Context: an optimization exercise on an open-source flow, tuned for small area and a short achievable clock period. The choices shown serve that exercise and are no tape-out recipe.
Where RTL was checked, it was by simulation tests only, not by an equivalence proof against the original.
Only the layout flow was run in run 1; the RTL was not checked for function there.
Power is estimated from default activity; no workload was simulated.

==> design.v <==
package rs_pkg;
    typedef logic [6-1:0] preg_t;
    typedef logic [32-1:0] data_t;
    typedef logic [7-1:0] rob_idx_t;
    typedef logic [4-1:0] alu_op_t;
    typedef logic [$clog2(8)-1:0] rs_idx_t;
    typedef logic [8-1:0]         rs_mask_t;
    typedef logic [$clog2(8+1)-1:0] rs_count_t;
endpackage
`timescale 1ns/1ps
module rs_alloc (
    input  rs_pkg::rs_mask_t free_mask,
    output rs_pkg::rs_mask_t alloc_oh
);
    always_comb begin
        for (int i = 0; i < 8; i++) begin
            alloc_oh[i] = free_mask[i];
            for (int j = 0; j < i; j++) alloc_oh[i] = alloc_oh[i] & ~free_mask[j];
        end
    end
endmodule
`timescale 1ns/1ps
module rs_select (
    input  rs_pkg::rs_mask_t                         ready_mask,
    input  logic [8-1:0][8-1:0]  older,
    output rs_pkg::rs_mask_t                         sel_oh
);
    always_comb begin
        for (int i = 0; i < 8; i++) begin
            sel_oh[i] = ready_mask[i];
            for (int j = 0; j < 8; j++)
                if (j != i) sel_oh[i] = sel_oh[i] & ~(ready_mask[j] & older[j][i]);
        end
    end
endmodule
`timescale 1ns/1ps
module rs_entry_file (
    input  logic               clk,
    input  logic               rst,
    input  logic               flush,
    input  logic               dispatch_valid,
    input  rs_pkg::preg_t      dispatch_prs1,
    input  rs_pkg::preg_t      dispatch_prs2,
    input  rs_pkg::preg_t      dispatch_prd,
    input  rs_pkg::data_t      dispatch_src1_value,
    input  rs_pkg::data_t      dispatch_src2_value,
    input  logic               dispatch_src1_ready,
    input  logic               dispatch_src2_ready,
    input  rs_pkg::alu_op_t    dispatch_op,
    input  rs_pkg::rob_idx_t   dispatch_rob_idx,
    input  logic               cdb_valid,
    input  rs_pkg::preg_t      cdb_tag,
    input  rs_pkg::data_t      cdb_data,
    input  logic               issue_ack,
    output logic               issue_valid,
    output rs_pkg::preg_t      issue_prd,
    output rs_pkg::data_t      issue_src1,
    output rs_pkg::data_t      issue_src2,
    output rs_pkg::alu_op_t    issue_op,
    output rs_pkg::rob_idx_t   issue_rob_idx,
    output rs_pkg::rs_count_t  free_count,
    output logic               full,
    output logic               empty
);
    localparam int N = 8;
    localparam int T = 6;
    rs_pkg::rs_mask_t  valid;
    rs_pkg::rs_mask_t  issued;                  
    rs_pkg::rs_mask_t  sel_p;                   
    rs_pkg::rs_mask_t  sel_n;                   
    logic              sel_any;
    rs_pkg::rs_count_t free_q;
    logic              full_q, empty_q;
    logic [N-1:0][6-1:0] prd;
    logic [N-1:0][32-1:0] src1_val;
    logic [N-1:0][32-1:0] src2_val;
    rs_pkg::rs_mask_t                src1_rdy;
    rs_pkg::rs_mask_t                src2_rdy;
    logic [N-1:0][4-1:0]   op;
    logic [N-1:0][7-1:0]  rob_idx;
    logic [N-1:0][N-1:0] older;
    rs_pkg::rs_mask_t alloc_oh;                 
    rs_pkg::rs_mask_t we;                       
    rs_pkg::rs_mask_t wake1, wake2, release_m;
    rs_pkg::rs_mask_t older_disp;               
    rs_pkg::rs_mask_t next_ready;
    rs_pkg::rs_mask_t next_sel;
    logic [N-1:0][N-1:0] next_older;
    logic             clr, disp_fire, rel_any;
    logic             d_hit1, d_hit2, d_rdy1, d_rdy2;
    rs_pkg::data_t    d_val1, d_val2;
    rs_alloc u_alloc (
        .free_mask (~valid),
        .alloc_oh  (alloc_oh)
    );
    assign clr       = rst | flush;
    assign disp_fire = dispatch_valid & ~full_q;
    assign we        = dispatch_valid ? alloc_oh : '0;
    assign d_hit1 = cdb_valid && dispatch_prs1 == cdb_tag;
    assign d_hit2 = cdb_valid && dispatch_prs2 == cdb_tag;
    assign d_rdy1 = dispatch_src1_ready | d_hit1;
    assign d_rdy2 = dispatch_src2_ready | d_hit2;
    assign d_val1[32-1:T] = dispatch_src1_ready ? dispatch_src1_value[32-1:T] : cdb_data[32-1:T];
    assign d_val2[32-1:T] = dispatch_src2_ready ? dispatch_src2_value[32-1:T] : cdb_data[32-1:T];
    assign d_val1[T-1:0] = dispatch_src1_ready ? dispatch_src1_value[T-1:0] : d_hit1 ? cdb_data[T-1:0] : dispatch_prs1;
    assign d_val2[T-1:0] = dispatch_src2_ready ? dispatch_src2_value[T-1:0] : d_hit2 ? cdb_data[T-1:0] : dispatch_prs2;
    always_comb begin
        for (int i = 0; i < N; i++) begin
            wake1[i]      = cdb_valid && !src1_rdy[i] && src1_val[i][T-1:0] == cdb_tag;
            wake2[i]      = cdb_valid && !src2_rdy[i] && src2_val[i][T-1:0] == cdb_tag;
            release_m[i]  = cdb_valid && issued[i] && prd[i] == cdb_tag;
            older_disp[i] = dispatch_rob_idx < rob_idx[i];
            next_ready[i] = !clr && ((valid[i] && !issued[i] && !(issue_ack && sel_p[i]) &&
                                      (src1_rdy[i] || wake1[i]) && (src2_rdy[i] || wake2[i])) ||
                                     (we[i] && d_rdy1 && d_rdy2));
        end
        for (int i = 0; i < N; i++) begin
            for (int j = 0; j < N; j++) begin
                if (i < j)      next_older[i][j] = we[i] ? older_disp[j] : we[j] ? !older_disp[i] : older[i][j];
                else if (i > j) next_older[i][j] = !next_older[j][i];
                else            next_older[i][j] = 1'b0;
            end
        end
    end
    assign rel_any = |release_m;                
    rs_select u_select (
        .ready_mask (next_ready),
        .older      (next_older),
        .sel_oh     (next_sel)
    );
    assign issue_valid = sel_any;
    always_comb begin
        issue_prd     = '0;
        issue_src1    = '0;
        issue_src2    = '1;
        issue_op      = '0;
        issue_rob_idx = '1;
        for (int i = 0; i < N; i++) begin
            issue_prd     = issue_prd     | (prd[i]      & {6{sel_p[i]}});
            issue_src1    = issue_src1    | (src1_val[i] & {32{sel_p[i]}});
            issue_src2    = issue_src2    & (src2_val[i] | {32{sel_n[i]}});
            issue_op      = issue_op      | (op[i]       & {4{sel_p[i]}});
            issue_rob_idx = issue_rob_idx & (rob_idx[i]  | {7{sel_n[i]}});
        end
    end
    assign free_count = free_q;
    assign full       = full_q;
    assign empty      = empty_q;
    always_ff @(posedge clk) begin
        if (clr) begin
            valid   <= '0;
            issued  <= '0;
            sel_p   <= '0;
            sel_n   <= '1;
            sel_any <= 1'b0;
            free_q  <= rs_pkg::rs_count_t'(N);
            full_q  <= 1'b0;
            empty_q <= 1'b1;
        end else begin
            valid   <= (valid & ~release_m) | we;
            issued  <= (issued & ~release_m) | (issue_ack ? sel_p : '0);
            sel_p   <= next_sel;
            sel_n   <= ~next_sel;
            sel_any <= |next_ready;
            if (rel_any && !disp_fire) begin
                free_q  <= free_q + 1'b1;
                full_q  <= 1'b0;
                empty_q <= free_q == rs_pkg::rs_count_t'(N - 1);
            end else if (disp_fire && !rel_any) begin
                free_q  <= free_q - 1'b1;
                full_q  <= free_q == rs_pkg::rs_count_t'(1);
                empty_q <= 1'b0;
            end
        end
    end
    always_ff @(posedge clk) begin
        for (int i = 0; i < N; i++) begin
            if (alloc_oh[i]) begin
                prd[i]      <= dispatch_prd;
                op[i]       <= dispatch_op;
                rob_idx[i]  <= dispatch_rob_idx;
                src1_val[i] <= d_val1;
                src2_val[i] <= d_val2;
                src1_rdy[i] <= d_rdy1;
                src2_rdy[i] <= d_rdy2;
            end else begin
                if (wake1[i]) begin
                    src1_val[i] <= cdb_data;
                    src1_rdy[i] <= 1'b1;
                end
                if (wake2[i]) begin
                    src2_val[i] <= cdb_data;
                    src2_rdy[i] <= 1'b1;
                end
            end
            for (int j = i + 1; j < N; j++) older[i][j] <= next_older[i][j];
        end
    end
endmodule
`timescale 1ns/1ps
module rs_top (
    input  logic               clk,
    input  logic               rst,
    input  logic               flush,
    input  logic               dispatch_valid,
    input  rs_pkg::preg_t      dispatch_prs1,
    input  rs_pkg::preg_t      dispatch_prs2,
    input  rs_pkg::preg_t      dispatch_prd,
    input  rs_pkg::data_t      dispatch_src1_value,
    input  rs_pkg::data_t      dispatch_src2_value,
    input  logic               dispatch_src1_ready,
    input  logic               dispatch_src2_ready,
    input  rs_pkg::alu_op_t    dispatch_op,
    input  rs_pkg::rob_idx_t   dispatch_rob_idx,
    input  logic               cdb_valid,
    input  rs_pkg::preg_t      cdb_tag,
    input  rs_pkg::data_t      cdb_data,
    input  logic               issue_ack,
    output logic               issue_valid,
    output rs_pkg::preg_t      issue_prd,
    output rs_pkg::data_t      issue_src1,
    output rs_pkg::data_t      issue_src2,
    output rs_pkg::alu_op_t    issue_op,
    output rs_pkg::rob_idx_t   issue_rob_idx,
    output rs_pkg::rs_count_t  free_count,
    output logic               full,
    output logic               empty
);
    rs_entry_file u_entries (
        .clk                 (clk),
        .rst                 (rst),
        .flush               (flush),
        .dispatch_valid      (dispatch_valid),
        .dispatch_prs1       (dispatch_prs1),
        .dispatch_prs2       (dispatch_prs2),
        .dispatch_prd        (dispatch_prd),
        .dispatch_src1_value (dispatch_src1_value),
        .dispatch_src2_value (dispatch_src2_value),
        .dispatch_src1_ready (dispatch_src1_ready),
        .dispatch_src2_ready (dispatch_src2_ready),
        .dispatch_op         (dispatch_op),
        .dispatch_rob_idx    (dispatch_rob_idx),
        .cdb_valid           (cdb_valid),
        .cdb_tag             (cdb_tag),
        .cdb_data            (cdb_data),
        .issue_ack           (issue_ack),
        .issue_valid         (issue_valid),
        .issue_prd           (issue_prd),
        .issue_src1          (issue_src1),
        .issue_src2          (issue_src2),
        .issue_op            (issue_op),
        .issue_rob_idx       (issue_rob_idx),
        .free_count          (free_count),
        .full                (full),
        .empty               (empty)
    );
endmodule
==> flow/run.sh <==
#!/bin/bash
# Standard ORFS layout, with port buffers as plain buffers and timing repair aimed below the period.
set -euo pipefail
export BUFFER_PORTS_ARGS="-buffer_cell sky130_fd_sc_hd__buf_2"
export SETUP_SLACK_MARGIN=12
bash standard.sh > standard_flow.log 2>&1
==> standard.sh <==
#!/bin/bash
# synth_recipe.tcl (not shown) runs the flow's synth.tcl, then flattens the netlist and writes it again
# the make line also repeats each setting of config.mk as NAME=value (left out here)
make -C /OpenROAD-flow-scripts/flow DESIGN_CONFIG=/design/flow/config.mk WORK_HOME=/design/flow/orfs CLKGATE_MAP_FILE= SYNTH_SCRIPT=/design/flow/synth_recipe.tcl "${@:-finish}"
==> config.mk <==
export PLATFORM = sky130hd
export DESIGN_NAME = rs_top
export DESIGN_NICKNAME = rs_top
export VERILOG_FILES = /design/flow/design.v
export SDC_FILE = /design/flow/constraint.sdc
export NUM_CORES = 4
export LEC_CHECK = 0
export CAP_MARGIN = 20
export CORE_MARGIN = 2
export CORE_UTILIZATION = 40
export SLEW_MARGIN = 20
==> constraint.sdc <==
create_clock -name core_clock -period 19.0 [get_ports {clk}]
set_input_delay 3.8000 -clock core_clock [delete_from_list [all_inputs] [get_ports {clk}]]
set_output_delay 3.8000 -clock core_clock [all_outputs]
set_load 0.01 [all_outputs]
==> out/qor.txt, run 1 <==
status: finished clean
first-pass GRT wire length: 180000 um
TritonCTS clock tree: done
Worst-Margin Slew: 1.16 ns
clock sinks: 731
Critical Path Source Type: flip-flop
Top FF cell, synth: edfxtp_1
clock latency (worst-skew pair): 0.64 ns
DRT iter0 DRCs: 2935
hold crit path type: flip-flop to flip-flop
Pins Over Slew Limit: 0
Post-synth ARST share: 0%
Crit path required time: 15.20 ns
Synth area leader: edfxtp_1
CTS root buf: clkbuf_16
DR WL/cell: 30.7 um
layout cell share with drive strength beyond 1: 29.5%
die area: 0.0918 sq mm
worst-path maximum fanout: 31
DP Wirelength: 77300 um
layout net count: 3081
FF-to-FF path depth: 10
1st-pass router iterations: 5
highest-delay cell along the critical path: nor4_1
post-synthesis sequential area ratio: 59.5%
vias in the first global route: 25800
#FFs+latches synth: 731
final setup TNS: 0 ns
GRT Resource Usage Total: 27.1%
Port Buf Inserts: 226
largest net degree at the start of global routing: 44
Min Hold Slack: 0.478 ns
final WL: 127000 um
synthesis-to-layout area growth: 13.7%
Initial Util: 40.4%
row count: 109
post-CTS setup buffers: 0
crit path capture type: output port
Syn Area/Cell: 13.1 sq um
CTS Buf Count: 81
worst setup path class: flip-flop to output port
Avg Vias per Cell: 6.19
Post-Route Skew: 0.0198 ns
Pleak: 14.0 nW
Max Cap Violations: 0
post-synth top area share: 55.7%
gr ovfl total: 0
IO Pins: 227
critical path's largest stage delay: 0.97 ns
core area: 0.0885 sq mm
worst reg-to-reg setup slack: 14.99 ns
Longest Clk Path Bufs: 3
# setup viols final: 0
hold_buf cts: 0
WHS Endpoint: u_entries.empty_q$_SDFFE_PP1P_
worst-path cell chain: buf_4 -> o22ai_1 -> nor4_1 -> buf_2
Post-synth EDFFs: 664
Netlist cell types: 78
Synth Instances: 2721
worst path arrival time: 3.20 ns
FF-to-FF End: u_entries.sel_n[1]$_SDFF_PP1_
Peak VDD IR: 0.0625 mV
Tot Pwr: 3.59 mW
Final Cycle Share: 36.8%
via count: 25500
die height: 303 um
Fin. Hold Viols: 0
hold path cells: 2
Synth Warn #: 3
initial antenna violation count: 24
GPL Wtd Cong: 0.940
drt drc: 0
CTS clk-pin slew, worst paths: 0.06 ns
Reg-to-Reg Start: u_entries.valid[0]$_SDFF_PP0_
unrepaired setup endpoints after global routing: false
fmax: 143 MHz
synth top area cells: edfxtp_1 56%, mux2_2 13%, a22oi_1 3.8%
H-tree depth: 3
slew margin rel.: 21.9%
Post-DRT Antenna Nets: 0
Power Dens Cells: 88.2 mW/mm^2
hold_sp: u_entries.empty_q$_SDFFE_PP1P_
Final min period: 7.00 ns
post-cts resize count: 0
Die Span X: 303 um
Post-Syn Area: 0.0358 sq mm
Setup crit start: u_entries.sel_n[3]$_SDFF_PP1_
Synth Net Count: 2913
-- worst max-delay path, delay by kind of cell, from the launching register on --
family / cells / cell delay (ns)
AO/OA/AOI/OAI: 1 / 0.19
buffers and inverters: 2 / 0.86
flip-flops: 1 / 0.52
AND/OR/NAND/NOR: 1 / 0.97
-- cell type report --
type                            count  area (sq um)
Sequential cell                   731         21300
Timing Repair Buffer              288          1600
Fill cell                        7885         47800
Clock buffer                      105          2160
Clock inverter                     44           375
Multi-Input combinational cell   1693         13400
Inverter                           94           358
Antenna cell                        4          10.0
Tap cell                         1165          1460
-- how the worst max path moves through the flow --
stage	end	slack, ns
after floorplan	u_entries.src2_rdy[0]$_SDFFCE_PP1P_	12.10
after global placement	u_entries.sel_n[6]$_SDFF_PP1_	11.87
after global routing	issue_src2[4]	12.00
after detailed placement	u_entries.sel_n[6]$_SDFF_PP1_	11.91
after CTS	issue_src2[0]	12.06
final	issue_src2[3]	12.00
-- through the flow --
step / setup slack, ns / instances / cell area (sq um) / utilization, %
after floorplan: 12.10 / 2721 / 35800 / -
after global placement: 11.87 / 3971 / 38100 / 43.1
after detailed placement: 11.91 / 3971 / 38100 / 43.1
after CTS: 12.06 / 4120 / 40600 / 45.9
after global routing: 12.00 / 4123 / 40700 / 45.9
final: 12.00 / 4124 / 40700 / 46.0
-- registers in the layout (all words and copies together), names as in the netlist, 28 cells and up --
name and flops:
u_entries.older 28, u_entries.op 32, u_entries.prd 48, u_entries.rob_idx 56
u_entries.src1_val 256, u_entries.src2_val 256
-- placed cells by master (no fill, tap or decap), types with 9 or more instances in the layout --
cell	Yosys	routed
clkinv_2	0	14
a22oi_1	181	181
buf_4	10	62
clkbuf_1	155	22
edfxtp_1	664	664
xor2_1	71	71
nand3_1	17	16
or4_1	11	10
dfxtp_2	0	15
o21ai_0	141	129
nor4_1	52	51
nor2b_1	10	9
a21oi_1	67	67
dfxtp_1	67	51
xnor2_1	88	88
inv_1	87	87
mux2_2	416	416
clkbuf_16	0	83
buf_2	11	226
nand4_1	76	76
o22ai_1	171	171
o21ai_4	0	12
ha_1	53	53
nand2_1	135	133
nand2b_1	12	12
mux2i_1	15	15
nor3_1	15	14
nor2_1	48	46
clkinv_1	1	20
-- synth_stat cells, types with 9 or more instances --
master and instances:
mux2i_1 15, buf_4 10, dfxtp_1 67, buf_2 11, nor3_1 15, inv_1 87, nor2_1 48, nand4_1 76
or4_1 11, edfxtp_1 664, buf_1 15, ha_1 53, nand2b_1 12, nor4_1 52, o21ai_0 141, clkbuf_1 155
o22ai_1 171, a21oi_1 67, nand2_1 135, a22oi_1 181, xnor2_1 88, nor2b_1 10, mux2_2 416, buf_6 9
xor2_1 71, nand3_1 17
-- where the power goes --
group | internal [mW] | switching, mW
Clock | 0.874 | 0.661
Sequential | 1.79 | 0.0141
Combinational | 0.0905 | 0.157
Total | 2.75 | 0.832
-- layer usage --
layer | wire [um] | vias to the layer above | track usage, %
met2 | 59500 | 1325 | 43.7
met1 | 50900 | 12900 | 35.6
met3 | 11900 | 292 | 6.97
li1 | - | 11000 | -
met4 | 4150 | 38 | 9.42
met5 | 228 | - | 0
-- cells by family (layout without fill, tap and decap cells) --
family	Yosys count	count (layout)	share of synthesized area, %
other	0	4	0
multiplexers	431	431	13.5
flip-flops	731	731	59.5
adder cells (fa/ha/maj)	53	53	1.85
XOR/XNOR	159	159	3.89
AND/OR/NAND/NOR	408	408	5.91
AO/OA/AOI/OAI	642	642	11.8
buffers and inverters	297	531	3.56
==> run 2: changes to the inputs <==
--- a/design.v
+++ b/design.v
@@ -65,11 +65,8 @@
     localparam int N = 8;
     localparam int T = 6;
-    rs_pkg::rs_mask_t  valid;
-    rs_pkg::rs_mask_t  issued;                  
-    rs_pkg::rs_mask_t  sel_p;                   
-    rs_pkg::rs_mask_t  sel_n;                   
-    logic              sel_any;
-    rs_pkg::rs_count_t free_q;
-    logic              full_q, empty_q;
+    rs_pkg::rs_mask_t valid;
+    rs_pkg::rs_mask_t issued;                   
+    rs_pkg::rs_mask_t sel;                      
+    logic             sel_any;
     logic [N-1:0][6-1:0] prd;
     logic [N-1:0][32-1:0] src1_val;
@@ -80,5 +77,5 @@
     logic [N-1:0][7-1:0]  rob_idx;
     logic [N-1:0][N-1:0] older;
-    rs_pkg::rs_mask_t alloc_oh;                 
+    rs_pkg::rs_mask_t alloc_oh;
     rs_pkg::rs_mask_t we;                       
     rs_pkg::rs_mask_t wake1, wake2, release_m;
@@ -87,5 +84,5 @@
     rs_pkg::rs_mask_t next_sel;
     logic [N-1:0][N-1:0] next_older;
-    logic             clr, disp_fire, rel_any;
+    logic             clr;
     logic             d_hit1, d_hit2, d_rdy1, d_rdy2;
     rs_pkg::data_t    d_val1, d_val2;
@@ -94,7 +91,6 @@
         .alloc_oh  (alloc_oh)
     );
-    assign clr       = rst | flush;
-    assign disp_fire = dispatch_valid & ~full_q;
-    assign we        = dispatch_valid ? alloc_oh : '0;
+    assign clr = rst | flush;
+    assign we  = dispatch_valid ? alloc_oh : '0;
     assign d_hit1 = cdb_valid && dispatch_prs1 == cdb_tag;
     assign d_hit2 = cdb_valid && dispatch_prs2 == cdb_tag;
@@ -111,5 +107,5 @@
             release_m[i]  = cdb_valid && issued[i] && prd[i] == cdb_tag;
             older_disp[i] = dispatch_rob_idx < rob_idx[i];
-            next_ready[i] = !clr && ((valid[i] && !issued[i] && !(issue_ack && sel_p[i]) &&
+            next_ready[i] = !clr && ((valid[i] && !issued[i] && !(issue_ack && sel[i]) &&
                                       (src1_rdy[i] || wake1[i]) && (src2_rdy[i] || wake2[i])) ||
                                      (we[i] && d_rdy1 && d_rdy2));
@@ -123,5 +119,4 @@
         end
     end
-    assign rel_any = |release_m;                
     rs_select u_select (
         .ready_mask (next_ready),
@@ -133,48 +128,37 @@
         issue_prd     = '0;
         issue_src1    = '0;
-        issue_src2    = '1;
+        issue_src2    = '0;
         issue_op      = '0;
-        issue_rob_idx = '1;
-        for (int i = 0; i < N; i++) begin
-            issue_prd     = issue_prd     | (prd[i]      & {6{sel_p[i]}});
-            issue_src1    = issue_src1    | (src1_val[i] & {32{sel_p[i]}});
-            issue_src2    = issue_src2    & (src2_val[i] | {32{sel_n[i]}});
-            issue_op      = issue_op      | (op[i]       & {4{sel_p[i]}});
-            issue_rob_idx = issue_rob_idx & (rob_idx[i]  | {7{sel_n[i]}});
-        end
-    end
-    assign free_count = free_q;
-    assign full       = full_q;
-    assign empty      = empty_q;
+        issue_rob_idx = '0;
+        for (int i = 0; i < N; i++) begin
+            issue_prd     = issue_prd     | (prd[i]      & {6{sel[i]}});
+            issue_src1    = issue_src1    | (src1_val[i] & {32{sel[i]}});
+            issue_src2    = issue_src2    | (src2_val[i] & {32{sel[i]}});
+            issue_op      = issue_op      | (op[i]       & {4{sel[i]}});
+            issue_rob_idx = issue_rob_idx | (rob_idx[i]  & {7{sel[i]}});
+        end
+    end
+    always_comb begin
+        free_count = '0;
+        for (int i = 0; i < N; i++) free_count = free_count + rs_pkg::rs_count_t'(!valid[i]);
+    end
+    assign full  = &valid;
+    assign empty = ~|valid;
     always_ff @(posedge clk) begin
         if (clr) begin
             valid   <= '0;
             issued  <= '0;
-            sel_p   <= '0;
-            sel_n   <= '1;
+            sel     <= '0;
             sel_any <= 1'b0;
-            free_q  <= rs_pkg::rs_count_t'(N);
-            full_q  <= 1'b0;
-            empty_q <= 1'b1;
         end else begin
             valid   <= (valid & ~release_m) | we;
-            issued  <= (issued & ~release_m) | (issue_ack ? sel_p : '0);
-            sel_p   <= next_sel;
-            sel_n   <= ~next_sel;
+            issued  <= (issued & ~release_m) | (issue_ack ? sel : '0);
+            sel     <= next_sel;
             sel_any <= |next_ready;
-            if (rel_any && !disp_fire) begin
-                free_q  <= free_q + 1'b1;
-                full_q  <= 1'b0;
-                empty_q <= free_q == rs_pkg::rs_count_t'(N - 1);
-            end else if (disp_fire && !rel_any) begin
-                free_q  <= free_q - 1'b1;
-                full_q  <= free_q == rs_pkg::rs_count_t'(1);
-                empty_q <= 1'b0;
-            end
         end
     end
     always_ff @(posedge clk) begin
         for (int i = 0; i < N; i++) begin
-            if (alloc_oh[i]) begin
+            if (we[i]) begin
                 prd[i]      <= dispatch_prd;
                 op[i]       <= dispatch_op;
==> run.sh (new file) <==
#!/bin/bash
# synth_recipe.tcl (not shown) runs the flow's synth.tcl, then flattens the netlist and writes it again
# the make line also repeats each setting of config.mk as NAME=value (left out here)
make -C /OpenROAD-flow-scripts/flow DESIGN_CONFIG=/design/flow/config.mk WORK_HOME=/design/flow/orfs CLKGATE_MAP_FILE= SYNTH_SCRIPT=/design/flow/synth_recipe.tcl finish
removed: flow/run.sh
removed: standard.sh
==> run 2 against run 1 <==
  * Synthesized area shrank 4.3%
  * Maximum frequency shrank 6.4%
  * Clock power shrank 3%
  * Worst hold slack gained 0.0093 ns
  * Via count grew 4.9%
  * Combinational power grew 7%
  * Flip-flop and latch count shrank 14
  * Utilization grew 1.2 points
  * Final cell count grew 3.8%
  * Sequential share of layout area grew 0.10 points
  * Critical endpoint is now free_count[1]
  * Highest routed layer unchanged
==> out/qor.txt, run 2 <==
worst-path cell chain: fa_1 -> fa_1 -> inv_1 -> fa_1 -> inv_1 -> fa_1 -> inv_1 -> clkdlybuf4s50_1 (was buf_4 -> o22ai_1 -> nor4_1 -> buf_2)
core area: 0.0850 sq mm (was 0.0885 sq mm)
Synth area leader: edfxtp_1 (unchanged)
worst setup path class: flip-flop to output port (unchanged)
largest net degree at the start of global routing: 90 (was 44)
Synth Warn #: 3 (unchanged)
Longest Clk Path Bufs: 3 (unchanged)
Post-Syn Area: 0.0343 sq mm (was 0.0358 sq mm)
hold_sp: u_entries.issued[5]$_SDFF_PP0_ (was u_entries.empty_q$_SDFFE_PP1P_)
Post-DRT Antenna Nets: 0 (unchanged)
DP Wirelength: 71000 um (was 77300 um)
Power Dens Cells: 88.2 mW/mm^2 (about the same)
Post-DP Area: 0.0375 sq mm (was 0.0381 sq mm)
clock power share: 42.4% (was 42.8%)
Sequential Power Share: 50.0% (was 50.3%)
worst path arrival time: 3.67 ns (was 3.20 ns)
vias in the first global route: 26800 (was 25800)
CTS clk-pin slew, worst paths: 0.06 ns (about the same)
fmax: 134 MHz (was 143 MHz)
H-tree depth: 3 (unchanged)
Post-Route Skew: 0.0351 ns (was 0.0198 ns)
Top FF cell, synth: edfxtp_1 (unchanged)
GRT Resource Usage Total: 26.8% (was 27.1%)
TritonCTS clock tree: done (unchanged)
post-cts resize count: 0 (unchanged)
FF-to-FF End: u_entries.sel[3]$_SDFF_PP0_ (was u_entries.sel_n[1]$_SDFF_PP1_)
Max Cap Violations: 0 (unchanged)
CTS root buf: clkbuf_16 (unchanged)
Fin. Hold Viols: 0 (unchanged)
worst-path maximum fanout: 7 (was 31)
Initial Util: 40.3% (was 40.4%)
Core Util, Final: 47.1% (was 46.0%)
row count: 107 (was 109)
# fillers: 7525 (was 7885)
Crit path required time: 15.20 ns (about the same)
1st-pass router iterations: 6 (was 5)
hold_buf cts: 0 (unchanged)
status: finished clean (unchanged)
unrepaired setup endpoints after global routing: false (unchanged)
post-route design area: 0.0401 sq mm (was 0.0407 sq mm)
post-synthesis sequential area ratio: 61.3% (was 59.5%)
Psw: 0.840 mW (was 0.832 mW)
hold crit path type: flip-flop to flip-flop (unchanged)
Pint: 2.69 mW (was 2.75 mW)
DRT iter0 DRCs: 3425 (was 2935)
drt drc: 0 (unchanged)
setup ws final: 11.53 ns (was 12.00 ns)
Final min period: 7.47 ns (was 7.00 ns)
post-CTS setup buffers: 0 (unchanged)
Synth top cells by count: 664 x edfxtp_1, 478 x a21oi_1, 330 x a22oi_1, 260 x nor2_1, 192 x clkbuf_1 (was 664 x edfxtp_1, 416 x mux2_2, 181 x a22oi_1, 171 x o22ai_1, 155 x clkbuf_1)
Final Cycle Share: 39.3% (was 36.8%)
critical path's largest stage delay: 0.52 ns (was 0.97 ns)
final setup TNS: 0 ns (unchanged)
Post-synth ARST share: 0% (unchanged)
#FFs+latches synth: 717 (was 731)
post-synth top area share: 58.2% (was 55.7%)
cell mode on critical path: fa_1
Top Registers: u_entries.src1_val x256, u_entries.src2_val x256, u_entries.rob_idx x56 (unchanged)
die area: 0.0880 sq mm (was 0.0918 sq mm)
Synth Instances: 2950 (was 2721)
Synth Net Count: 3148 (was 2913)
# setup viols final: 0 (unchanged)
initial antenna violation count: 5 (was 24)
pre-CTS WS: 11.48 ns (was 11.91 ns)
Comb pwr share: 7.5% (was 6.9%)
DR WL/cell: 27.9 um (was 30.7 um)
commonest non-fill, non-tap cell in the layout: edfxtp_1 (unchanged)
Worst-Margin Slew: 1.10 ns (was 1.16 ns)
first-pass GRT wire length: 173000 um (was 180000 um)
worst reg-to-reg setup slack: 15.19 ns (was 14.99 ns)
Post-synth EDFFs: 664 (unchanged)
Non-Filler Instances: 4279 (was 4124)
WHS Endpoint: u_entries.issued[5]$_SDFF_PP0_ (was u_entries.empty_q$_SDFFE_PP1P_)
hold path cells: 2 (unchanged)
Reg-to-Reg Start: u_entries.valid[2]$_SDFF_PP0_ (was u_entries.valid[0]$_SDFF_PP0_)
die height: 297 um (was 303 um)
via count: 26800 (was 25500)
highest-delay cell along the critical path: fa_1 (was nor4_1)
Netlist cell types: 72 (was 78)
Critical Path Source Type: flip-flop (unchanged)
gr ovfl total: 0 (unchanged)
slew margin rel.: 26.9% (was 21.9%)
most frequent cells in the layout: 664 x edfxtp_1, 477 x a21oi_1, 330 x a22oi_1 (was 664 x edfxtp_1, 416 x mux2_2, 226 x buf_2)
Peak VDD IR: 0.0667 mV (was 0.0625 mV)
Port Buf Inserts: 226 (unchanged)
layout net count: 3267 (was 3081)
synth top area cells: edfxtp_1 58%, a22oi_1 7.2%, a21oi_1 7.0% (was edfxtp_1 56%, mux2_2 13%, a22oi_1 3.8%)
CTS Buf Count: 79 (was 81)
final WL: 119000 um (was 127000 um)
clock latency (worst-skew pair): 0.65 ns (was 0.64 ns)
Pleak: 13.3 nW (was 14.0 nW)
GPL Wtd Cong: 0.953 (was 0.940)
placed insts: 4131 (was 3971)
Die Span X: 297 um (was 303 um)
Pins Over Slew Limit: 0 (unchanged)
IO Pins: 227 (unchanged)
Avg Vias per Cell: 6.26 (was 6.19)
Syn Area/Cell: 11.6 sq um (was 13.1 sq um)
FF-to-FF path depth: 9 (was 10)
crit path capture type: output port (unchanged)
synthesis-to-layout area growth: 17.0% (was 13.7%)
layout cell share with drive strength beyond 1: 7.05% (was 29.5%)
clock sinks: 717 (was 731)
most instantiated library cell after synthesis: edfxtp_1 (unchanged)
Switching Share: 23.8% (was 23.2%)
-- run 2: how the worst max path moves through the flow --
| stage | end | slack (ns) | from | cells after the start |
|---|---|---|---|---|
| 2_1_floorplan | u_entries.src2_rdy[1]$_SDFFCE_PN1P_ | 10.67 | cdb_tag[4] | 4 |
| 3_3_place_gp | u_entries.sel[5]$_SDFF_PP0_ | 11.56 | dispatch_valid | 11 |
| 4_1_cts | free_count[1] | 11.49 | u_entries.valid[4]$_SDFF_PP0_ | 8 |
| 6_report | free_count[1] | 11.53 | u_entries.valid[4]$_SDFF_PP0_ | 8 |
| 3_5_place_dp | u_entries.sel[3]$_SDFF_PP0_ | 11.48 | dispatch_valid | 10 |
| 5_1_grt | free_count[1] | 11.36 | u_entries.valid[0]$_SDFF_PP0_ | 10 |
-- run 2: metal layers --
metal	part of all wire, %	GRT usage (%)	vias up
met5	0.041	0	-
met4	4.1	10.7	8
met3	9.7	4.92	310
met2	47	43.4	1663
met1	39	35.7	13200
li1	-	-	11500
-- run 2: per-stage QoR --
step           total power [mW]  hold slack, ns
2_1_floorplan              1.95           0.445
4_1_cts                    3.54           0.478
3_3_place_gp               2.06           0.469
6_report                   3.53           0.487
3_5_place_dp               2.06           0.469
5_1_grt                    3.63           0.513
-- run 2: area by class of cell --
class	instances	area, sq um	area share [%]
diodes	1	2.50	0.00624
clock buffers	95	2090	5.21
clock inverters	51	443	1.11
inverters	92	365	0.912
multi-input cells	1905	12100	30.1
flip-flops and latches	717	21000	52.5
well taps	1144	1430	3.57
repair buffers	274	2640	6.59
-- run 2: logic make-up (layout without fill, tap and decap cells) --
group           Yosys count  after routing  synth area share (%)
simple gates            590            590                  8.23
buf+inv                 328            512                  3.88
xor+xnor                157            157                  4.01
flops                   717            717                  61.3
other cells               0              1                     0
fa+ha+maj                59             59                  2.24
compound gates         1035           1035                  18.4
mux                      64             64                  1.87
-- run 2: worst max-delay path, delay by kind of cell, from the launching register on --
family	cells	cell delay, ns
adders and majority gates	4	1.79
buffers and inverters	4	0.75
DFF	1	0.50
-- run 2: power groups by stage --
stage	Clock (mW)	Combinational, mW	Sequential (mW)
after floorplan	0	0.152	1.80
final	1.50	0.266	1.77
after global placement	0	0.257	1.80
after CTS	1.51	0.263	1.77
after global routing	1.57	0.289	1.77
after detailed placement	0	0.262	1.80
==> run 3: changes to the inputs <==
--- a/design.v
+++ b/design.v
@@ -139,18 +139,21 @@
         end
     end
-    always_comb begin
-        free_count = '0;
-        for (int i = 0; i < N; i++) free_count = free_count + rs_pkg::rs_count_t'(!valid[i]);
-    end
-    assign full  = &valid;
-    assign empty = ~|valid;
+    rs_pkg::rs_mask_t  next_valid;
+    rs_pkg::rs_count_t next_free;
+    assign next_valid = clr ? '0 : (valid & ~release_m) | we;
+    always_comb begin
+        next_free = '0;
+        for (int i = 0; i < N; i++) next_free = next_free + rs_pkg::rs_count_t'(!next_valid[i]);
+    end
     always_ff @(posedge clk) begin
+        free_count <= next_free;
+        full       <= &next_valid;
+        empty      <= ~|next_valid;
+        valid      <= next_valid;
         if (clr) begin
-            valid   <= '0;
             issued  <= '0;
             sel     <= '0;
             sel_any <= 1'b0;
         end else begin
-            valid   <= (valid & ~release_m) | we;
             issued  <= (issued & ~release_m) | (issue_ack ? sel : '0);
             sel     <= next_sel;
==> run 3 against run 2 <==
  * Wire length up 0.32%
  * Register-to-register slack worse by 0.77 ns
  * Worst setup slack worse by 0.36 ns
  * Via count about the same
  * Global-route usage down 0.62 points
  * Maximum frequency down 4.6%
  * Flip-flop and latch count up 6
  * Critical path depth up 4
  * Still clean on timing, DRC and antenna
  * Synthesized area up 0.85%
  * Sequential power about the same
  * Highest routed layer is now met4
==> out/qor.txt, run 3 <==
Die Span X: 298 um (was 297 um)
commonest non-fill, non-tap cell in the layout: edfxtp_1 (unchanged)
final WL: 120000 um (was 119000 um)
Post-DP Area: 0.0376 sq mm (was 0.0375 sq mm)
Final Cycle Share: 41.2% (was 39.3%)
via count: 26800 (about the same)
most frequent cells in the layout: 664 x edfxtp_1, 473 x a21oi_1, 334 x a22oi_1 (was 664 x edfxtp_1, 477 x a21oi_1, 330 x a22oi_1)
Top Registers: u_entries.src1_val x256, u_entries.src2_val x256, u_entries.rob_idx x56 (unchanged)
GRT Resource Usage Total: 26.2% (was 26.8%)
# setup viols final: 0 (unchanged)
1st-pass router iterations: 6 (unchanged)
Pint: 2.76 mW (was 2.69 mW)
layout cell share with drive strength beyond 1: 6.78% (was 7.05%)
Switching Share: 23.4% (was 23.8%)
Top FF cell, synth: edfxtp_1 (unchanged)
most instantiated library cell after synthesis: edfxtp_1 (unchanged)
FF-to-FF path depth: 11 (was 9)
post-cts resize count: 0 (unchanged)
FF-to-FF End: u_entries.free_count[1]$_DFF_P_ (was u_entries.sel[3]$_SDFF_PP0_)
post-synth top area share: 57.7% (was 58.2%)
drt drc: 0 (unchanged)
IO Pins: 227 (unchanged)
die area: 0.0887 sq mm (was 0.0880 sq mm)
Avg Vias per Cell: 6.20 (was 6.26)
Post-DRT Antenna Nets: 0 (unchanged)
status: finished clean (unchanged)
slew margin rel.: 22.4% (was 26.9%)
hold_buf cts: 0 (unchanged)
DR WL/cell: 27.7 um (was 27.9 um)
Setup crit start: dispatch_valid (was u_entries.valid[4]$_SDFF_PP0_)
vias in the first global route: 26200 (was 26800)
Worst-Margin Slew: 1.16 ns (was 1.10 ns)
Comb pwr share: 7.4% (was 7.5%)
post-CTS setup buffers: 0 (unchanged)
Post-Syn Area: 0.0345 sq mm (was 0.0343 sq mm)
CTS Buf Count: 80 (was 79)
Crit path required time: 19.56 ns (was 15.20 ns)
Port Buf Inserts: 226 (unchanged)
final setup TNS: 0 ns (unchanged)
Power Dens Cells: 89.5 mW/mm^2 (was 88.2 mW/mm^2)
Post-synth ARST share: 0% (unchanged)
die height: 298 um (was 297 um)
Synth area leader: edfxtp_1 (unchanged)
synth top area cells: edfxtp_1 58%, a22oi_1 7.3%, a21oi_1 6.9% (was edfxtp_1 58%, a22oi_1 7.2%, a21oi_1 7.0%)
layout net count: 3305 (was 3267)
crit path capture type: flip-flop (was output port)
worst-path maximum fanout: 41 (was 7)
clock latency (worst-skew pair): 0.64 ns (was 0.65 ns)
clock power share: 43.1% (was 42.4%)
Synth Net Count: 3191 (was 3148)
Peak VDD IR: 0.0652 mV (was 0.0667 mV)
row count: 107 (unchanged)
clock sinks: 723 (was 717)
Sequential Power Share: 49.5% (was 50.0%)
first-pass GRT wire length: 173000 um (about the same)
Psw: 0.842 mW (was 0.840 mW)
Netlist cell types: 71 (was 72)
CTS clk-pin slew, worst paths: 0.06 ns (about the same)
Fin. Hold Viols: 0 (unchanged)
hold crit path type: flip-flop to flip-flop (unchanged)
worst setup path class: input pin to flip-flop (was flip-flop to output port)
Final min period: 7.84 ns (was 7.47 ns)
Post-synth EDFFs: 664 (unchanged)
gr ovfl total: 0 (unchanged)
DP Wirelength: 73500 um (was 71000 um)
# fillers: 7826 (was 7525)
routing usage on met1: 35.3% (was 35.7%)
post-route design area: 0.0402 sq mm (was 0.0401 sq mm)
core area: 0.0854 sq mm (was 0.0850 sq mm)
TritonCTS clock tree: done (unchanged)
worst reg-to-reg setup slack: 14.42 ns (was 15.19 ns)
GRT Max-Usage Layer: met2 (unchanged)
post-synthesis sequential area ratio: 61.1% (was 61.3%)
Pins Over Slew Limit: 0 (unchanged)
Synth Instances: 2994 (was 2950)
Synth top cells by count: 664 x edfxtp_1, 473 x a21oi_1, 334 x a22oi_1, 245 x nor2_1, 193 x clkbuf_1 (was 664 x edfxtp_1, 478 x a21oi_1, 330 x a22oi_1, 260 x nor2_1, 192 x clkbuf_1)
GPL Wtd Cong: 0.945 (was 0.953)
Synth Warn #: 3 (unchanged)
worst setup path end: u_entries.free_count[1]$_DFF_P_ (was free_count[1])
worst path arrival time: 8.40 ns (was 3.67 ns)
Longest Clk Path Bufs: 3 (unchanged)
Pleak: 13.5 nW (was 13.3 nW)
DRT iter0 DRCs: 3462 (was 3425)
largest net degree at the start of global routing: 88 (was 90)
Max Cap Violations: 0 (unchanged)
Critical Path Source Type: input pin (was flip-flop)
Reg-to-Reg Start: u_entries.valid[0]$_DFF_P_ (was u_entries.valid[2]$_SDFF_PP0_)
synthesis-to-layout area growth: 16.5% (was 17.0%)
met2 capacity usage during global routing: 42.7% (was 43.4%)
Post-Route Skew: 0.0287 ns (was 0.0351 ns)
CTS root buf: clkbuf_16 (unchanged)
fmax: 128 MHz (was 134 MHz)
Syn Area/Cell: 11.5 sq um (was 11.6 sq um)
unrepaired setup endpoints after global routing: false (unchanged)
H-tree depth: 3 (unchanged)
initial antenna violation count: 2 (was 5)
#FFs+latches synth: 723 (was 717)
grt met3 use: 4.03% (was 4.92%)
Initial Util: 40.4% (was 40.3%)
[run 3: worst min-delay path by stage]
stage / from / end / slack [ns] / depth (start not counted)
finish: u_entries.issued[5]$_SDFF_PP0_ / u_entries.issued[5]$_SDFF_PP0_ / 0.48 / 2
global route: u_entries.issued[5]$_SDFF_PP0_ / u_entries.issued[5]$_SDFF_PP0_ / 0.50 / 2
CTS: u_entries.issued[5]$_SDFF_PP0_ / u_entries.issued[5]$_SDFF_PP0_ / 0.48 / 2
detailed placement: u_entries.issued[1]$_SDFF_PP0_ / u_entries.issued[1]$_SDFF_PP0_ / 0.47 / 2
global placement: u_entries.issued[3]$_SDFF_PP0_ / u_entries.issued[3]$_SDFF_PP0_ / 0.47 / 2
floorplan: u_entries.issued[3]$_SDFF_PP0_ / u_entries.issued[3]$_SDFF_PP0_ / 0.44 / 2
[run 3: logic make-up after synthesis]
logic type | count (synthesis) | share of synthesized area (%)
multiplexers | 58 | 1.68
adder cells (fa/ha/maj) | 58 | 2.19
XOR/XNOR | 157 | 3.98
buffers and inverters | 331 | 4.02
flip-flops | 723 | 61.1
AND/OR/NAND/NOR | 626 | 8.66
AO/OA/AOI/OAI | 1041 | 18.3
[run 3: power groups by stage]
stage	Sequential, mW	Clock [mW]	Combinational (mW)
floorplan	1.81	0	0.154
global placement	1.81	0	0.258
detailed placement	1.81	0	0.263
CTS	1.78	1.57	0.264
global route	1.78	1.63	0.289
finish	1.78	1.55	0.267
[run 3: worst max-delay path: stages]
cell and delay (ns):
clkdlybuf4s50_1 0.55, and4_1 0.33, nand4_2 0.63, inv_4 0.75, a21oi_1 0.07, nand2b_1 0.24, fa_1 0.55, fa_1 0.45
fa_1 0.41, inv_1 0.11, fa_1 0.41, inv_1 0.08
[run 3: cell type report]
class                   count  area, sq um  area share (%)
well taps                1144         1430            3.56
diodes                      3         7.51          0.0187
inverters                  90          355           0.883
multi-input cells        1940        12100            30.1
clock buffers             100         2170            5.40
flip-flops and latches    723        21200            52.6
repair buffers            273         2580            6.42
clock inverters            46          423            1.05
[run 3: layer usage]
layer | share of wire (%) | vias to the layer above
met5 | 0 | -
met4 | 3.6 | 0
met3 | 9.5 | 248
met2 | 47 | 1634
met1 | 40 | 13200
li1 | - | 11700
[run 3: per-stage QoR]
step | hold WS [ns] | util [%] | setup WS [ns] | total power, mW | instances
after floorplan | 0.444 | - | 11.51 | 1.97 | 2994
after global placement | 0.465 | 44.1 | 10.65 | 2.07 | 4170
after detailed placement | 0.475 | 44.1 | 10.55 | 2.08 | 4170
after CTS | 0.481 | 47.1 | 11.20 | 3.61 | 4316
after global routing | 0.497 | 47.1 | 10.95 | 3.70 | 4319
final | 0.477 | 47.1 | 11.16 | 3.60 | 4319
==> run 4: changes to the inputs <==
==> flow/run.sh (new file) <==
#!/bin/bash
# Standard ORFS layout, with port buffers as plain buffers and timing repair aimed below the period.
set -euo pipefail
export BUFFER_PORTS_ARGS="-buffer_cell sky130_fd_sc_hd__buf_2"
export SETUP_SLACK_MARGIN=14
bash standard.sh > standard_flow.log 2>&1
==> standard.sh (new file) <==
#!/bin/bash
# synth_recipe.tcl (not shown) runs the flow's synth.tcl, then flattens the netlist and writes it again
# the make line also repeats each setting of config.mk as NAME=value (left out here)
make -C /OpenROAD-flow-scripts/flow DESIGN_CONFIG=/design/flow/config.mk WORK_HOME=/design/flow/orfs CLKGATE_MAP_FILE= SYNTH_SCRIPT=/design/flow/synth_recipe.tcl "${@:-finish}"
removed: run.sh
==> run 4 against run 3 <==
  * Synthesized area unchanged
  * Wire length up 50%
  * Synthesized cell count unchanged
==> out/qor.txt, run 4 <==
final WL: 180000 um (was 120000 um)
CTS Buf Count: 80 (unchanged)
hold_sp: u_entries.issued[1]$_SDFF_PP0_ (was u_entries.issued[5]$_SDFF_PP0_)
hold crit path type: flip-flop to flip-flop (unchanged)
slew margin rel.: 16.9% (was 22.4%)
DR WL met2: 75200 um (was 56400 um)
Worst-Margin Slew: 1.24 ns (was 1.16 ns)
gr ovfl total: 0 (unchanged)
Syn Area/Cell: 11.5 sq um (unchanged)
post-synth top area share: 57.7% (unchanged)
Initial Util: 40.4% (unchanged)
DP Wirelength: 76100 um (was 73500 um)
clock sinks: 723 (unchanged)
post-synthesis sequential area ratio: 61.1% (unchanged)
Final Cycle Share: 32.2% (was 41.2%)
Post-DP Area: 0.0379 sq mm (was 0.0376 sq mm)
Max Cap Violations: 0 (unchanged)
Synth area leader: edfxtp_1 (unchanged)
Die Span X: 298 um (unchanged)
layout net count: 3695 (was 3305)
# setup viols final: 0 (unchanged)
setup ws final: 12.88 ns (was 11.16 ns)
Final min period: 6.12 ns (was 7.84 ns)
Synth Net Count: 3191 (unchanged)
#FFs+latches synth: 723 (unchanged)
Post-synth EDFFs: 664 (unchanged)
uppermost routed layer: met5 (was met4)
CTS clk-pin slew, worst paths: 0.06 ns (about the same)
core area: 0.0854 sq mm (unchanged)
FF-to-FF path depth: 11 (unchanged)
Fin. Hold Viols: 0 (unchanged)
Peak VDD IR: 0.0627 mV (was 0.0652 mV)
Top FF cell, synth: edfxtp_1 (unchanged)
status: finished clean (unchanged)
H-tree depth: 3 (unchanged)
Pins Over Slew Limit: 0 (unchanged)
M1 WL: 59700 um (was 47700 um)
first-pass GRT wire length: 231000 um (was 173000 um)
Port Buf Inserts: 226 (unchanged)
routed wl met3: 29800 um (was 11400 um)
die area: 0.0887 sq mm (unchanged)
Reg-to-Reg Start: u_entries.valid[3]$_DFF_P_ (was u_entries.valid[0]$_DFF_P_)
WHS Endpoint: u_entries.issued[1]$_SDFF_PP0_ (was u_entries.issued[5]$_SDFF_PP0_)
hold path cells: 2 (unchanged)
clock power share: 42.4% (was 43.1%)
Psw: 0.948 mW (was 0.842 mW)
Synth Instances: 2994 (unchanged)
TritonCTS clock tree: done (unchanged)
synth top area cells: edfxtp_1 58%, a22oi_1 7.3%, a21oi_1 6.9% (unchanged)
via count: 32500 (was 26800)
row count: 107 (unchanged)
unrepaired setup endpoints after global routing: true (was false)
placed insts: 4151 (was 4170)
crit path capture type: flip-flop (unchanged)
IO Pins: 227 (unchanged)
Non-Filler Instances: 4718 (was 4319)
clock latency (worst-skew pair): 0.67 ns (was 0.64 ns)
post-route design area: 0.0505 sq mm (was 0.0402 sq mm)
Longest Clk Path Bufs: 3 (unchanged)
drt drc: 0 (unchanged)
pre-CTS WS: 11.42 ns (was 10.55 ns)
die height: 298 um (unchanged)
Post-DRT Antenna Nets: 0 (unchanged)
worst-path maximum fanout: 3 (was 41)
Comb pwr share: 10.2% (was 7.4%)
DR WL/cell: 38.1 um (was 27.7 um)
CTS root buf: clkbuf_16 (unchanged)
Switching Share: 25.2% (was 23.4%)
Crit path required time: 19.58 ns (was 19.56 ns)
Synth top cells by count: 664 x edfxtp_1, 473 x a21oi_1, 334 x a22oi_1, 245 x nor2_1, 193 x clkbuf_1 (unchanged)
Top Registers: u_entries.src1_val x256, u_entries.src2_val x256, u_entries.rob_idx x56 (unchanged)
1st-pass router iterations: 7 (was 6)
Critical Path Source Type: input pin (unchanged)
most instantiated library cell after synthesis: edfxtp_1 (unchanged)
# fillers: 6556 (was 7826)
commonest non-fill, non-tap cell in the layout: edfxtp_1 (unchanged)
Post-Syn Area: 0.0345 sq mm (unchanged)
Post-synth ARST share: 0% (unchanged)
Sequential Power Share: 47.4% (was 49.5%)
GRT Resource Usage Total: 36.9% (was 26.2%)
worst path arrival time: 6.69 ns (was 8.40 ns)
most frequent cells in the layout: 664 x edfxtp_1, 390 x a21oi_1, 237 x a22oi_2 (was 664 x edfxtp_1, 473 x a21oi_1, 334 x a22oi_1)
worst reg-to-reg setup slack: 14.84 ns (was 14.42 ns)
Pint: 2.82 mW (was 2.76 mW)
FF-to-FF End: u_entries.free_count[1]$_DFF_P_ (unchanged)
Avg Vias per Cell: 6.89 (was 6.20)
fmax: 163 MHz (was 128 MHz)
layout cell share with drive strength beyond 1: 42.4% (was 6.78%)
Netlist cell types: 71 (unchanged)
largest net degree at the start of global routing: 83 (was 88)
synthesis-to-layout area growth: 46.2% (was 16.5%)
initial antenna violation count: 14 (was 2)
vias in the first global route: 30200 (was 26200)
worst setup path class: input pin to flip-flop (unchanged)
GPL Wtd Cong: 0.962 (was 0.945)
Power Dens Cells: 74.6 mW/mm^2 (was 89.5 mW/mm^2)
DRT iter0 DRCs: 6087 (was 3462)
Tot Pwr: 3.77 mW (was 3.60 mW)
final setup TNS: 0 ns (unchanged)
Pleak: 17.6 nW (was 13.5 nW)
Synth Warn #: 3 (unchanged)
Post-Route Skew: 0.0450 ns (was 0.0287 ns)
==> run 4: worst max-delay path by stage <==
stage,start,end,slack (ns),cells after the start
3_5_place_dp,dispatch_valid,u_entries.free_count[1]$_DFF_P_,11.42,12
3_3_place_gp,dispatch_valid,u_entries.free_count[1]$_DFF_P_,11.45,12
6_report,dispatch_valid,u_entries.free_count[1]$_DFF_P_,12.88,13
5_1_grt,cdb_tag[0],u_entries.free_count[1]$_DFF_P_,12.82,13
4_1_cts,cdb_tag[0],u_entries.free_count[1]$_DFF_P_,12.93,13
2_1_floorplan,cdb_tag[1],u_entries.free_count[2]$_DFF_P_,12.24,14
==> run 4: layout make-up <==
cell class                      count  area [sq um]  area share [%]
Tap cell                         1144          1430            2.83
Sequential cell                   723         21200            41.9
Inverter                           90           479           0.949
Clock inverter                     43           474           0.939
Timing Repair Buffer              628          8080            16.0
Multi-Input combinational cell   1968         16600            32.9
Clock buffer                      106          2170            4.30
Antenna cell                        9          22.5          0.0446
Timing Repair inverter              7          90.1           0.178
==> run 4: per-stage QoR <==
step / utilization (%) / hold WS, ns
2_1_floorplan: - / 0.444
3_3_place_gp: 44.3 / 0.467
3_5_place_dp: 44.3 / 0.469
4_1_cts: 56.5 / 0.480
5_1_grt: 59.1 / 0.488
6_report: 59.1 / 0.491
==> run 4: timing repair <==
item / 4_1_cts / 5_1_grt
hold buffers: 0 / 0
hold endpoints to repair: 0 / 0
buffers inserted: 222 / 68
pin swaps: 196 / 145
cloned: 95 / 24
resized for setup: 680 / 255
endpoints found under the setup margin: 1219 / 816
==> run 4: critical path: stages <==
cell	delay (ns)
buf_8	0.08
and4_4	0.27
buf_6	0.12
nand4_4	0.17
inv_16	0.14
a21oi_2	0.04
nand2b_4	0.16
fa_1	0.57
fa_1	0.43
fa_2	0.37
inv_2	0.07
fa_2	0.42
inv_1	0.06
==> run 4: per-layer routing <==
metal  up-vias  global-route usage, %
li1      12600                      -
met1     15800                   47.3
met2      3198                   54.7
met3       911                   12.3
met4        12                   21.1
met5         -                      0
==> run 4: logic make-up after synthesis <==
| logic type | share of synthesized area, % |
|---|---|
| buf+inv | 4.02 |
| fa+ha+maj | 2.19 |
| simple gates | 8.66 |
| xor+xnor | 3.98 |
| compound gates | 18.3 |
| flops | 61.1 |
| mux | 1.68 |
==> run 4: power by group through the flow <==
stage	registers (mW)	logic, mW	clock network [mW]
3_5_place_dp	1.82	0.276	0
5_1_grt	1.79	0.401	1.65
4_1_cts	1.78	0.341	1.58
3_3_place_gp	1.81	0.270	0
6_report	1.79	0.386	1.60
2_1_floorplan	1.81	0.186	0
==> run 5: changes to the inputs <==
--- a/flow/run.sh
+++ b/flow/run.sh
@@ -3,4 +3,4 @@
 set -euo pipefail
 export BUFFER_PORTS_ARGS="-buffer_cell sky130_fd_sc_hd__buf_2"
-export SETUP_SLACK_MARGIN=14
+export SETUP_SLACK_MARGIN=12
 bash standard.sh > standard_flow.log 2>&1
==> run 5 against run 4 <==
  * Still clean
  * Clock-buffer cell count decreased by 5
  * Critical path depth unchanged
  * Power decreased by 4.1%
  * Final cell count decreased by 8.4%
  * Maximum frequency decreased by 9.8%
  * Non-clock buffer count decreased by 355
  * Synthesized area unchanged
  * Via count decreased by 18%
  * Die area unchanged
  * Flip-flop and latch count unchanged
  * Synthesized cell count unchanged
  * Register-to-register slack improved by 0.19 ns
  * Critical path type unchanged
==> out/qor.txt, run 5 <==
GRT Resource Usage Total: 26.4% (was 36.9%)
Peak VDD IR: 0.0588 mV (was 0.0627 mV)
clock sinks: 723 (unchanged)
Post-DRT Antenna Nets: 0 (unchanged)
Post-Syn Area: 0.0345 sq mm (unchanged)
synth top area cells: edfxtp_1 58%, a22oi_1 7.3%, a21oi_1 6.9% (unchanged)
WHS Endpoint: u_entries.issued[3]$_SDFF_PP0_ (was u_entries.issued[1]$_SDFF_PP0_)
Post-synth EDFFs: 664 (unchanged)
Longest Clk Path Bufs: 3 (unchanged)
Initial Util: 40.4% (unchanged)
Synth area leader: edfxtp_1 (unchanged)
Synth Net Count: 3191 (unchanged)
1st-pass router iterations: 6 (was 7)
fmax: 147 MHz (was 163 MHz)
vias in the first global route: 25600 (was 30200)
first-pass GRT wire length: 174000 um (was 231000 um)
post-synth top area share: 57.7% (unchanged)
initial antenna violation count: 5 (was 14)
final WL: 120000 um (was 180000 um)
post-synthesis sequential area ratio: 61.1% (unchanged)
DP Wirelength: 73000 um (was 76100 um)
worst-path cell chain: buf_2 -> and4_1 -> nand3b_1 -> buf_4 -> inv_4 -> a21o_1 -> nand2_1 -> fa_1 -> fa_1 -> fa_1 -> inv_1 -> fa_1 -> inv_1 (was buf_8 -> and4_4 -> buf_6 -> nand4_4 -> inv_16 -> a21oi_2 -> nand2b_4 -> fa_1 -> fa_1 -> fa_2 -> inv_2 -> fa_2 -> inv_1)
layout net count: 3307 (was 3695)
Synth top cells by count: 664 x edfxtp_1, 473 x a21oi_1, 334 x a22oi_1, 245 x nor2_1, 193 x clkbuf_1 (unchanged)
Reg-to-Reg Start: u_entries.valid[0]$_DFF_P_ (was u_entries.valid[3]$_DFF_P_)
CTS root buf: clkbuf_16 (unchanged)
hold_buf cts: 0 (unchanged)
Fin. Hold Viols: 0 (unchanged)
unrepaired setup endpoints after global routing: false (was true)
Synth Instances: 2994 (unchanged)
Top FF cell, synth: edfxtp_1 (unchanged)
FF-to-FF path depth: 12 (was 11)
via count: 26600 (was 32500)
die area: 0.0887 sq mm (unchanged)
Final min period: 6.78 ns (was 6.12 ns)
Worst-Margin Slew: 1.20 ns (was 1.24 ns)
die height: 298 um (unchanged)
highest-delay cell along the critical path: fa_1 (unchanged)
hold crit path type: flip-flop to flip-flop (unchanged)
most frequent cells in the layout: 664 x edfxtp_1, 473 x a21oi_1, 334 x a22oi_1 (was 664 x edfxtp_1, 390 x a21oi_1, 237 x a22oi_2)
drt drc: 0 (unchanged)
core area: 0.0854 sq mm (unchanged)
Post-synth ARST share: 0% (unchanged)
worst reg-to-reg setup slack: 15.03 ns (was 14.84 ns)
Pins Over Slew Limit: 0 (unchanged)
final setup TNS: 0 ns (unchanged)
Netlist cell types: 71 (unchanged)
Post-Route Skew: 0.0176 ns (was 0.0450 ns)
Critical Path Source Type: input pin (unchanged)
GPL Wtd Cong: 0.935 (was 0.962)
hold_sp: u_entries.issued[3]$_SDFF_PP0_ (was u_entries.issued[1]$_SDFF_PP0_)
CTS Buf Count: 81 (was 80)
most instantiated library cell after synthesis: edfxtp_1 (unchanged)
cell mode on critical path: fa_1
worst setup path class: input pin to flip-flop (unchanged)
IO Pins: 227 (unchanged)
Syn Area/Cell: 11.5 sq um (unchanged)
H-tree depth: 3 (unchanged)
FF-to-FF End: u_entries.free_count[1]$_DFF_P_ (unchanged)
Final Cycle Share: 35.7% (was 32.2%)
crit path capture type: flip-flop (unchanged)
Synth Warn #: 3 (unchanged)
worst-path maximum fanout: 43 (was 3)
Die Span X: 298 um (unchanged)
TritonCTS clock tree: done (unchanged)
#FFs+latches synth: 723 (unchanged)
# setup viols final: 0 (unchanged)
critical path's largest stage delay: 0.57 ns (about the same)
layout cell share with drive strength beyond 1: 13.8% (was 42.4%)
Tot Pwr: 3.62 mW (was 3.77 mW)
Port Buf Inserts: 226 (unchanged)
Power Dens Cells: 92.2 mW/mm^2 (was 74.6 mW/mm^2)
worst path arrival time: 7.36 ns (was 6.69 ns)
DR WL/cell: 27.9 um (was 38.1 um)
commonest non-fill, non-tap cell in the layout: edfxtp_1 (unchanged)
CTS clk-pin slew, worst paths: 0.06 ns (about the same)
slew margin rel.: 20.2% (was 16.9%)
Top Registers: u_entries.src1_val x256, u_entries.src2_val x256, u_entries.rob_idx x56 (unchanged)
Pleak: 13.7 nW (was 17.6 nW)
clock latency (worst-skew pair): 0.63 ns (was 0.67 ns)
largest net degree at the start of global routing: 88 (was 83)
DRT iter0 DRCs: 3460 (was 6087)
row count: 107 (unchanged)
hold path cells: 2 (unchanged)
status: finished clean (unchanged)
Crit path required time: 19.58 ns (about the same)
Max Cap Violations: 0 (unchanged)
gr ovfl total: 0 (unchanged)
synthesis-to-layout area growth: 13.5% (was 46.2%)
Avg Vias per Cell: 6.14 (was 6.89)
Core Util, Final: 45.9% (was 59.1%)
run 5: cell counts after synthesis:
Identical to the previous run, type by type.
run 5: what timing repair did:
item                       CTS  global route
setup endpoints to repair    3             2
gates resized for setup      3             3
buffers inserted             0             0
gates cloned                 0             1
run 5: critical path: cells and delay by family:
| family | cells | cell delay, ns |
|---|---|---|
| adder cells (fa/ha/maj) | 4 | 1.79 |
| buffers and inverters | 5 | 0.97 |
| AND/OR/NAND/NOR | 3 | 0.59 |
| AO/OA/AOI/OAI | 1 | 0.18 |
run 5: cell families (layout without fill, tap and decap cells):
kind of cell	Yosys count	count (layout)	synth area share (%)
AND/OR/NAND/NOR	626	626	8.66
adder cells (fa/ha/maj)	58	58	2.19
XOR/XNOR	157	157	3.98
multiplexers	58	58	1.68
buffers and inverters	331	511	4.02
AO/OA/AOI/OAI	1041	1041	18.3
flip-flops	723	723	61.1
other	0	3	0
run 5: cell type report:
| class | count | area [sq um] |
|---|---|---|
| Clock buffer | 101 | 2180 |
| Antenna cell | 3 | 7.51 |
| Timing Repair Buffer | 273 | 1490 |
| Tap cell | 1144 | 1430 |
| Multi-Input combinational cell | 1940 | 12100 |
| Clock inverter | 46 | 450 |
| Timing Repair inverter | 1 | 8.76 |
| Fill cell | 7965 | 46200 |
| Inverter | 90 | 365 |
| Sequential cell | 723 | 21200 |
run 5: worst max path at each step:
stage	endpoint	slack [ns]	cells past startpoint	from
detailed placement	u_entries.free_count[1]$_DFF_P_	10.96	12	dispatch_valid
global route	u_entries.free_count[1]$_DFF_P_	12.03	13	dispatch_valid
floorplan	u_entries.free_count[1]$_DFF_P_	12.01	14	cdb_tag[1]
CTS	u_entries.free_count[1]$_DFF_P_	12.11	12	dispatch_valid
global placement	u_entries.free_count[1]$_DFF_P_	10.96	12	dispatch_valid
finish	u_entries.free_count[1]$_DFF_P_	12.22	13	dispatch_valid
run 5: through the flow:
stage / hold slack [ns] / cells / area [sq um] / setup WS, ns
final: 0.474 / 4321 / 39200 / 12.22
after global routing: 0.503 / 4320 / 39200 / 12.03
after CTS: 0.474 / 4317 / 39200 / 12.11
after detailed placement: 0.464 / 4170 / 36500 / 10.96
after global placement: 0.458 / 4170 / 36500 / 10.96
after floorplan: 0.444 / 2994 / 34500 / 12.01
run 5: layer usage:
layer | GRT usage (%) | part of all wire [%] | vias up
met5 | 0 | 0.013 | -
met4 | 8.60 | 2.7 | 2
met3 | 3.99 | 9.5 | 198
met2 | 42.4 | 47 | 1516
met1 | 36.9 | 41 | 13200
li1 | - | - | 11700
run 5: report_power, final:
part,switching (mW),internal (mW)
registers,0.0116,1.77
logic,0.175,0.0740
clock network,0.650,0.935
total,0.836,2.78

## separate check: timing with driven ports
How much do the figures lean on ideal ports? The routed layouts below were timed once more, with nothing changed but the port constraints.
Step 1 (the two cells are an assumption about what drives the block):
set clk [get_ports {clk}]
set_driving_cell -lib_cell sky130_fd_sc_hd__clkbuf_16 $clk
set_driving_cell -lib_cell sky130_fd_sc_hd__buf_2 [delete_from_list [all_inputs] $clk]
Step 2 times the ports against the registers' clock, not the clock port: input delays grow and output delays shrink by t, the midpoint of the rising clock arrivals with the driver on.
Slacks: ideal / step 1 / step 2; pairs: ideal / step 1.
| run | shift t [ns] | slack for setup (ns) | cell pins on the clock port's net |
|---|---|---|---|
| run 1 | 0.701 | 12.005 / 11.937 / 11.735 | 1 |
| run 2 | 0.697 | 11.528 / 11.462 / 11.301 | 1 |
| run 3 | 0.694 | 11.164 / 11.131 / 10.438 | 1 |
| run 4 | 0.712 | 12.883 / 12.801 / 12.088 | 1 |
| run 5 | 0.691 | 12.217 / 12.174 / 11.483 | 1 |
After both steps setup and hold are still met in every run listed. For run 4, which loses most, drivers alone change the setup slack by -0.082 ns; drivers and shift together by -0.795 ns.
